This design comes from an exercise in tuning for small area, a short achievable clock period and few clock cycles on the open sky130 flow, not from production work. Where RTL was checked, it was by simulation tests only, not by an equivalence proof against the original.

## alpha
==> flow/design.v (excerpt) <==
module mandelbrot_engine (
	input logic tb_clk,
	input logic rst_n,
	input logic start,
	input logic [75:0] region,
	input logic [8-1:0] max_iter,
	output logic busy,
	output logic pixel_valid,
	output logic frame_done,
	output logic [23:0] pixel
);
For scale: roughly 7600 cells after synthesis, ~990 flip-flops.
export LEC_CHECK = 0
export ABC_AREA = 1
export CAP_MARGIN = 20
export CORE_ASPECT_RATIO = 0.25
export CORE_MARGIN = 2
export CORE_UTILIZATION = 55
export CTS_CLUSTER_DIAMETER = 100
export CTS_CLUSTER_SIZE = 24
export PLACE_DENSITY = 0.7
export SLEW_MARGIN = 70
create_clock -name core_clock -period 15.0 [get_ports {tb_clk}]
standard.sh (not shown) runs the stock make flow with config.mk's settings and CLKGATE_MAP_FILE= SYNTH_SCRIPT=/design/flow/synth_recipe.tcl, a recipe that flattens the netlist after the stock synthesis.
==> flow/flow/run.sh <==
#!/bin/bash
# The standard layout (standard.sh), with two changes: the port buffers
# on buf_2 instead of the default delay buffer, and Yosys's synth run with
# -noabc, so its quick ABC pass does not rewrite the adder trees before ORFS
# extracts full adders (the final ABC mapping still runs). The constraints
# and the clock period are the standard flow's.
set -euo pipefail
export BUFFER_PORTS_ARGS="-buffer_cell sky130_fd_sc_hd__buf_2"
export SYNTH_ARGS="-noabc"
bash standard.sh > standard.log 2>&1
Testbench counts of alpha, summed over its fixed seeds: cycles 117,479.
Relative to alpha, the following input files were edited for beta:
- a change of CORE_ASPECT_RATIO from 0.25 to 0.5
- a change of SLEW_MARGIN from 70 to 45
From alpha to beta, number of port buffers did not move at all.
Area after detailed placement, beta vs alpha: down slightly
Delta (beta minus alpha): met1 layer usage reported by global route saw a decrease, maximum level of the CTS H-tree saw little to no change, setup TNS saw little to no change.
Inputs modified between beta and gamma:
- SLEW_MARGIN changed from 45 to 70
- PLACE_DENSITY changed from 0.7 to 0.75
- CORE_ASPECT_RATIO removed (was 0.5)
- CORE_UTILIZATION changed from 55 to 60
==> comparison <==
When gamma is set beside beta, its effective utilization at floorplan turns out to be 4.7 points larger.
After synthesis and placement, the instance count of gamma is below that of beta.
Between beta and gamma, the clock-pin slew on the worst setup and hold paths does not differ in any meaningful way.
gamma reports a higher count of clock-buffer cells in the layout than beta does.
[compare] base=beta new=gamma: first-pass GRT wire length level, cell area saw an increase, via count of the first global-routing pass went up by 1999.
> inputs changed (gamma -> delta)
- an added CORE_ASPECT_RATIO of 0.5
- a change of PLACE_DENSITY from 0.75 to 0.7
- a change of CORE_UTILIZATION from 60 to 55
- a deleted CTS_CLUSTER_SIZE that had been 24
- a deleted CTS_CLUSTER_DIAMETER that had been 100
On portion of the clock cycle consumed by the worst path in the final layout: delta sits below gamma. Compared to gamma, delta shows a wider setup margin. The run showing the greater placeable core region is delta. Global-route wire length before repair went up slightly going from gamma to delta. Startpoint of the most critical setup path: pixel[4]$_DFF_P_ -> gamma, pixel_scheduler_i.busy$_SDFF_PN0_ -> delta. Diff gamma -> delta: cell depth of the worst flop-to-flop path decreased 3, register area essentially unchanged, cell area after layout increased about 2.4%, layout buffer count excluding clock buffers increased 6.
Modified inputs, epsilon compared to delta
- CTS_CLUSTER_SIZE: unset -> 24
- SLEW_MARGIN: 70 -> 20
- CTS_CLUSTER_DIAMETER: unset -> 100
### Flow results
Every stage of the flow completed for epsilon, and the final layout passed the timing, design-rule and antenna checks.
The final clock period utilization by the worst path was comparable across delta and epsilon.
Of delta and epsilon, delta shows the higher signed area change from the synthesized netlist to the final layout, with epsilon below it.
Taking epsilon over delta, the count of clock buffers in the final design ratio works out to 0.48.
Maximum operating frequency, delta and epsilon: lower on delta
Routed wire in epsilon totals less than in delta.

## the baseline
mandelbrot_engine, a different RTL version from the one above (not shown whole).
Size: roughly 990 flip-flops, about 110 I/O pins.
## mandelbrot_engine
module mandelbrot_engine (
	input logic tb_clk,
	input logic rst_n,
	input logic start,
	input logic [75:0] region,
	input logic [8-1:0] max_iter,
	output logic busy,
	output logic pixel_valid,
	output logic frame_done,
	output logic [23:0] pixel
);
	localparam int NU = 3;
	logic [55:0] region_q;
	logic [7:0] mi_q;
	logic [7:0] mi_m1;
	logic mi_small;
	logic idle;
	logic frame_load;
	logic take;
	logic avail;
	logic avail_next;
	logic any_next;
	logic [7:0] map_x;
	logic [7:0] map_y;
	logic [12:0] map_cr;
	logic [12:0] map_ci;
	logic map_in_r;
	logic map_in_i;
	logic [NU-1:0] u_free;
	logic [NU-1:0] u_avail;
	logic [NU-1:0] u_take;
	logic [NU-1:0] u_req;
	logic [NU-1:0] u_ok;
	logic [NU-1:0] u_any;
	logic [23:0] u_data [NU];
	always_ff @(posedge tb_clk)
	begin
		if (idle)
		begin
			region_q <= {region[75:56], region[35:0]};
			mi_q <= max_iter;
		end
	end
	always_ff @(posedge tb_clk)
	begin
		mi_small <= (mi_q[7:1] == 7'd0);
		mi_m1 <= mi_q - 8'd1;
	end
	pixel_scheduler pixel_scheduler_i (
		.tb_clk(tb_clk),
		.rst_n(rst_n),
		.start(start),
		.avail_next(avail_next),
		.any_valid_next(any_next),
		.busy(busy),
		.idle(idle),
		.frame_load(frame_load),
		.frame_done(frame_done)
	);
	plane_mapper plane_mapper_i (
		.tb_clk(tb_clk),
		.rst_n(rst_n),
		.idle(idle),
		.frame_load(frame_load),
		.take(take),
		.origin_im(region[55:36]),
		.region_q(region_q),
		.x(map_x),
		.y(map_y),
		.cr(map_cr),
		.ci(map_ci),
		.in_r(map_in_r),
		.in_i(map_in_i),
		.avail(avail),
		.avail_next(avail_next)
	);
	always_comb
	begin
		for (int u = 0; u < NU; u++)
		begin
			u_avail[u] = avail;
			u_ok[u] = 1'b1;
			for (int v = 0; v < u; v++)
			begin
				if (u_free[v])
					u_avail[u] = 1'b0;
				if (u_req[v])
					u_ok[u] = 1'b0;
			end
		end
	end
	assign take = |u_take;
	assign any_next = |u_any;
	for (genvar u = 0; u < NU; u++)
	begin : unit
		pixel_calculator pixel_calculator_i (
			.tb_clk(tb_clk),
			.rst_n(rst_n),
			.mi_q(mi_q),
			.mi_small(mi_small),
			.mi_m1(mi_m1),
  ...
clock: 15.0 ns
lec_check: 0
cap_margin: 20
core_margin: 2
core_utilization: 40
cts_cluster_diameter: 100
cts_cluster_size: 24
place_density: 0.6
slew_margin: 70
Scripts as last shown in full above: flow/flow/run.sh
The baseline | status: complete | timing, DRC, antenna: pass
Testbench counts of the baseline, summed over its fixed seeds: cycles 119,026.
Changes in the candidate relative to the baseline:
==> flow/flow/run.sh <==
#!/bin/bash
# The standard layout (standard.sh, unchanged synthesis), with the port
# buffers on buf_2 instead of the default delay buffer. The constraints and
# the clock period are the standard flow's.
set -euo pipefail
export BUFFER_PORTS_ARGS="-buffer_cell sky130_fd_sc_hd__buf_2"
bash standard.sh > standard.log 2>&1
Notes after the runs:
- The candidate vs. the baseline: worst hold slack went up by 0.0073 ns.
- Summary of the candidate over the baseline: flip-flop and latch share of the layout cell area now smaller; floorplan row count now larger; minimum setup slack in the final design now larger.
- The candidate vs the baseline — met3 usage in global routing dropped 0.31 points.
- Of the candidate and the baseline, it is the candidate that has the higher area of all placed cells without fillers.
- The candidate vs the baseline — achievable frequency rose 4.3%.
- Summary of the candidate over the baseline: shortest period the worst path allows shrank by 0.19 ns; die area grew by 8300 µm².

== main ==
Another version of the RTL of mandelbrot_engine (not shown whole).
Size in the first run: roughly 2900 cells after synthesis, about 440 flip-flops, roughly 110 I/O pins, about 28000 um^2 of cells after synthesis.
==> flow/config.mk <==
export PLATFORM = sky130hd
export DESIGN_NAME = mandelbrot_engine
export DESIGN_NICKNAME = mandelbrot_engine
export VERILOG_FILES = /design/flow/design.v
export SDC_FILE = /design/flow/constraint.sdc
export NUM_CORES = 4
export LEC_CHECK = 0
export CAP_MARGIN = 20
export CORE_MARGIN = 2
export CORE_UTILIZATION = 40
export CTS_CLUSTER_DIAMETER = 100
export CTS_CLUSTER_SIZE = 24
export PLACE_DENSITY = 0.6
export SLEW_MARGIN = 20
==> flow/constraint.sdc <==
create_clock -name core_clock -period 15.0 [get_ports {tb_clk}]
set_input_delay 3.0000 -clock core_clock [delete_from_list [all_inputs] [get_ports {tb_clk}]]
set_output_delay 3.0000 -clock core_clock [all_outputs]
set_load 0.01 [all_outputs]
==> flow/flow/run.sh <==
#!/bin/bash
# The standard layout, with the port buffers on buf_4 instead of the
# default delay buffer; the constraints and period are the standard flow's.
set -euo pipefail
export BUFFER_PORTS_ARGS="-buffer_cell sky130_fd_sc_hd__buf_4"
bash standard.sh > standard.log 2>&1
main: done, clean on timing, DRC and antenna
The following lists how the feature branch was set up differently from main:
Settings: swapping 24 for 20 in CTS_CLUSTER_SIZE; swapping 100 for 80 in CTS_CLUSTER_DIAMETER; putting CTS_BUF_LIST at sky130_fd_sc_hd__clkbuf_8 where nothing was set.
==> flow/flow/run.sh <==
#!/bin/bash
# The standard layout, with the port buffers on buf_2 instead of the
# default delay buffer; the constraints and period are the standard flow's.
set -euo pipefail
export BUFFER_PORTS_ARGS="-buffer_cell sky130_fd_sc_hd__buf_2"
bash standard.sh > standard.log 2>&1
Results
Achievable frequency, main and the feature branch, higher one = the feature branch.
On total wirelength of the detailed-routed design, main tracks the feature branch almost exactly.
Compared main against the feature branch; first-pass GRT wire length within noise.
Summary of the feature branch over main: clock buffer instance count of the final layout rose about 6%; final non-filler cell area fell 370 um^2; non-filler instance count after layout rose 0.43%; arrival time reported for the critical path endpoint rose 20 ps.
The feature branch vs main, total vias in the final route went down by about 0.7%.
The feature branch ends up with a relative slew slack that is 6.6 points higher than in main.
Against main as the reference, the feature branch delivers a higher final hold slack.
Function was not checked in any run of this note: the RTL went through the layout flow alone.

Another version of the RTL of mandelbrot_engine (not shown whole).
For scale: roughly 2,800 cells after synthesis, ~110 I/O pins, about 0.028 mm² of cells after synthesis.
==> flow/config.mk <==
export PLATFORM = sky130hd
export DESIGN_NAME = mandelbrot_engine
export DESIGN_NICKNAME = mandelbrot_engine
export VERILOG_FILES = /design/flow/design.v
export SDC_FILE = /design/flow/constraint.sdc
export NUM_CORES = 4
export LEC_CHECK = 0
export CAP_MARGIN = 20
export CORE_MARGIN = 2
export CORE_UTILIZATION = 40
export PLACE_DENSITY = 0.6
export SLEW_MARGIN = 20
==> flow/constraint.sdc <==
create_clock -name core_clock -period 15.0 [get_ports {tb_clk}]
set_input_delay 3.0000 -clock core_clock [delete_from_list [all_inputs] [get_ports {tb_clk}]]
set_output_delay 3.0000 -clock core_clock [all_outputs]
set_load 0.01 [all_outputs]
==> flow/flow/run.sh <==
#!/bin/bash
# Standard layout with buffered ports on a faster buffer and timing repair
# aimed below the clock period; the SDC is the standard flow's, unchanged.
set -euo pipefail
export BUFFER_PORTS_ARGS="-buffer_cell sky130_fd_sc_hd__buf_4"
export SETUP_SLACK_MARGIN=10.5
bash standard.sh > standard.log 2>&1
Next try:
==> flow/run.sh (new file) <==
#!/bin/bash
# synth_recipe.tcl (not shown) runs the flow's synth.tcl, then flattens the netlist and writes it again
# the make line also repeats each setting of config.mk as NAME=value (left out here)
make -C /OpenROAD-flow-scripts/flow DESIGN_CONFIG=/design/flow/config.mk WORK_HOME=/design/flow/orfs CLKGATE_MAP_FILE= SYNTH_SCRIPT=/design/flow/synth_recipe.tcl finish
removed: flow/flow/run.sh
removed: flow/standard.sh
Outcome: The changed run produced a clean layout. Synthesized cell count does not change. Design area went up slightly. Area after synthesis stays the same. Worst setup slack got worse by 260 ps.
Next try:
==> flow/flow/run.sh (new file) <==
#!/bin/bash
# Standard layout with buffered ports on a faster buffer; the SDC is the standard flow's, unchanged.
set -euo pipefail
export BUFFER_PORTS_ARGS="-buffer_cell sky130_fd_sc_hd__buf_4"
bash standard.sh > standard.log 2>&1
==> flow/standard.sh (new file) <==
#!/bin/bash
# synth_recipe.tcl (not shown) runs the flow's synth.tcl, then flattens the netlist and writes it again
# the make line also repeats each setting of config.mk as NAME=value (left out here)
make -C /OpenROAD-flow-scripts/flow DESIGN_CONFIG=/design/flow/config.mk WORK_HOME=/design/flow/orfs CLKGATE_MAP_FILE= SYNTH_SCRIPT=/design/flow/synth_recipe.tcl "${@:-finish}"
removed: flow/run.sh
The new run completed without violations.
First-iteration DRC count went up by roughly a tenth.
Fmax went up by a few percent.
Sequential share of layout area went up by 0.31 points.
Setup slack gets better by 230 ps.
Global-route usage went down by 0.35 points.
Function was not checked in any run of this note: the RTL went through the layout flow alone.

## quartz
mandelbrot_engine, a different RTL version from the one above (not shown whole).
Size: roughly 7700 cells after synthesis, ~1000 flip-flops, about 70000 sq um of cells after synthesis.
export LEC_CHECK = 0
export ABC_AREA = 1
export CAP_MARGIN = 20
export CORE_MARGIN = 2
export CORE_UTILIZATION = 55
export CTS_CLUSTER_DIAMETER = 80
export CTS_CLUSTER_SIZE = 32
export PLACE_DENSITY = 0.7
export SLEW_MARGIN = 70
create_clock -name core_clock -period 15.0 [get_ports {tb_clk}]
==> flow/flow/run.sh <==
#!/bin/bash
# The standard layout (standard.sh), with two changes: the port buffers
# on buf_2 instead of the default delay buffer, and Yosys's synth run with
# -noabc, so its quick ABC pass does not rewrite the adder trees before ORFS
# extracts full adders (the final ABC mapping still runs). The constraints
# and the clock period are the standard flow's.
set -euo pipefail
export BUFFER_PORTS_ARGS="-buffer_cell sky130_fd_sc_hd__buf_2"
export SYNTH_ARGS="-noabc"
bash standard.sh > standard.log 2>&1
The inputs of harbor differ from those of quartz as listed below.
# quartz
export LEC_CHECK = 0
export ABC_AREA = 1
export CAP_MARGIN = 20
export CORE_MARGIN = 2
export CORE_UTILIZATION = 55
export CTS_CLUSTER_DIAMETER = 80
export CTS_CLUSTER_SIZE = 32
export PLACE_DENSITY = 0.7
export SLEW_MARGIN = 70
create_clock -name core_clock -period 15.0 [get_ports {tb_clk}]
# harbor
export LEC_CHECK = 0
export ABC_AREA = 1
export CAP_MARGIN = 20
export CORE_MARGIN = 2
export CORE_UTILIZATION = 55
export CTS_CLUSTER_DIAMETER = 100
export CTS_CLUSTER_SIZE = 24
export PLACE_DENSITY = 0.7
export SLEW_MARGIN = 70
create_clock -name core_clock -period 15.0 [get_ports {tb_clk}]
==> comparison <==
Going from quartz to harbor, number of cell rows shows no meaningful change; post-route fraction of the period consumed by the critical path saw a decrease. harbor closes out successfully: all stages finished, all timing, DRC and antenna checks passed.
Function was not checked in any run of this note: the RTL went through the layout flow alone.

## indigo
RTL: one of the versions met above, not the one the previous note started from.
Size in the first run: roughly 69,000 um^2 of cells after synthesis.
==> flow/config.mk <==
export PLATFORM = sky130hd
export DESIGN_NAME = mandelbrot_engine
export DESIGN_NICKNAME = mandelbrot_engine
export VERILOG_FILES = /design/flow/design.v
export SDC_FILE = /design/flow/constraint.sdc
export NUM_CORES = 4
export LEC_CHECK = 0
export ABC_AREA = 1
export CAP_MARGIN = 20
export CORE_ASPECT_RATIO = 0.5
export CORE_MARGIN = 2
export CORE_UTILIZATION = 55
export CTS_CLUSTER_DIAMETER = 100
export CTS_CLUSTER_SIZE = 24
export PLACE_DENSITY = 0.7
export SLEW_MARGIN = 70
==> flow/constraint.sdc <==
create_clock -name core_clock -period 15.0 [get_ports {tb_clk}]
set_input_delay 3.0000 -clock core_clock [delete_from_list [all_inputs] [get_ports {tb_clk}]]
set_output_delay 3.0000 -clock core_clock [all_outputs]
set_load 0.01 [all_outputs]
Scripts as last shown in full above: flow/flow/run.sh
Testbench counts of indigo, summed over its fixed seeds: cycles 117,479.
#### Input delta (juniper over indigo)
- swapping 0.5 for 0.35 in CORE_ASPECT_RATIO
On juniper: post-route clock period utilization is 0.34 points higher than what indigo gave. Wire length grows by a few percent when moving from indigo to juniper. Re share of synthesized area occupied by flip-flops and latches: no difference whatsoever between indigo and juniper.
Relative to juniper, the following input files were edited for zinc:
- a deleted CORE_ASPECT_RATIO that had been 0.35
==> comparison <==
Looking at relative max-transition margin across both flows, zinc is the weaker of the two, with juniper ahead. The layer with the highest usage after global routing comes out met2 in one run and met1 in the other, namely in zinc and juniper respectively. There was hardly any difference in final cell count between juniper and zinc. zinc and juniper ended up with roughly the same post-placement cell area. met1 routing resource usage after global routing is lower on zinc. Diff juniper -> zinc: total number of tap cells went down; y dimension of the die went up by about 70%. Re post-route fraction of the period consumed by the critical path: zinc is 0.46 points up on juniper. Total track usage ended up 0.74 points lower on zinc than on juniper. zinc vs juniper, number of buffers other than clock buffers in the final layout went down by about 8%.

## afterwards: timing with drivers on the ports
The flow's constraints put no driver on any port. The routed layouts listed below were extracted and timed again, unchanged, in two steps.
Step 1 sets driving cells, clkbuf_16 on the clock port and buf_2 on the other inputs (assumed; they add their load-dependent delay and slew).
Step 2 also shifts input and output timing later by t, the mid clock arrival at the registers, as if the neighbouring blocks saw the same clock.
Three values: no drivers, after step 1, after step 2; two values: the first two.
run | t, ns | slack for setup (ns) | worst setup path at the end | clock arrival spread, ns | worst register clock-pin slew, ns
alpha | 0.742 | 10.742 / 10.666 / 10.803 | register to register | 0.048 / 0.048 | 0.12 / 0.12
beta | 0.736 | 10.744 / 10.673 / 10.992 | register to register | 0.035 / 0.035 | 0.11 / 0.11
gamma | 0.754 | 10.628 / 10.551 / 11.112 | register to register | 0.067 / 0.067 | 0.11 / 0.11
delta | 0.802 | 10.676 / 10.595 / 11.257 | register to register | 0.046 / 0.046 | 0.07 / 0.07
epsilon | 0.744 | 10.693 / 10.624 / 10.978 | register to register | 0.060 / 0.060 | 0.11 / 0.11
the baseline | 0.765 | 10.409 / 10.378 / 10.409 | register to register | 0.076 / 0.076 | 0.11 / 0.11
the candidate | 0.768 | 10.600 / 10.526 / 10.666 | register to register | 0.064 / 0.065 | 0.11 / 0.11
main | 0.639 | 10.682 / 10.682 / 10.682 | register to register | 0.043 / 0.043 | 0.10 / 0.10
the feature branch | 0.688 | 10.708 / 10.708 / 10.708 | register to register | 0.055 / 0.055 | 0.12 / 0.12
the first run of note 4 | 0.660 | 10.760 / 10.760 / 10.760 | register to register | 0.055 / 0.055 | 0.07 / 0.07
the second run of note 4 | 0.661 | 10.503 / 10.442 / 10.760 | register to register | 0.047 / 0.047 | 0.07 / 0.07
the third run of note 4 | 0.660 | 10.738 / 10.738 / 10.738 | register to register | 0.055 / 0.055 | 0.07 / 0.07
quartz | 0.783 | 10.548 / 10.468 / 11.072 | register to register | 0.066 / 0.066 | 0.12 / 0.12
harbor | 0.774 | 10.602 / 10.521 / 11.071 | register to register | 0.057 / 0.057 | 0.11 / 0.11
indigo | 0.744 | 10.720 / 10.650 / 11.254 | register to register | 0.058 / 0.059 | 0.11 / 0.11
juniper | 0.758 | 10.669 / 10.596 / 11.043 | register to register | 0.033 / 0.033 | 0.12 / 0.12
zinc | 0.764 | 10.600 / 10.517 / 11.136 | input to register | 0.040 / 0.039 | 0.11 / 0.11
After both steps setup and hold are still met in every run listed.
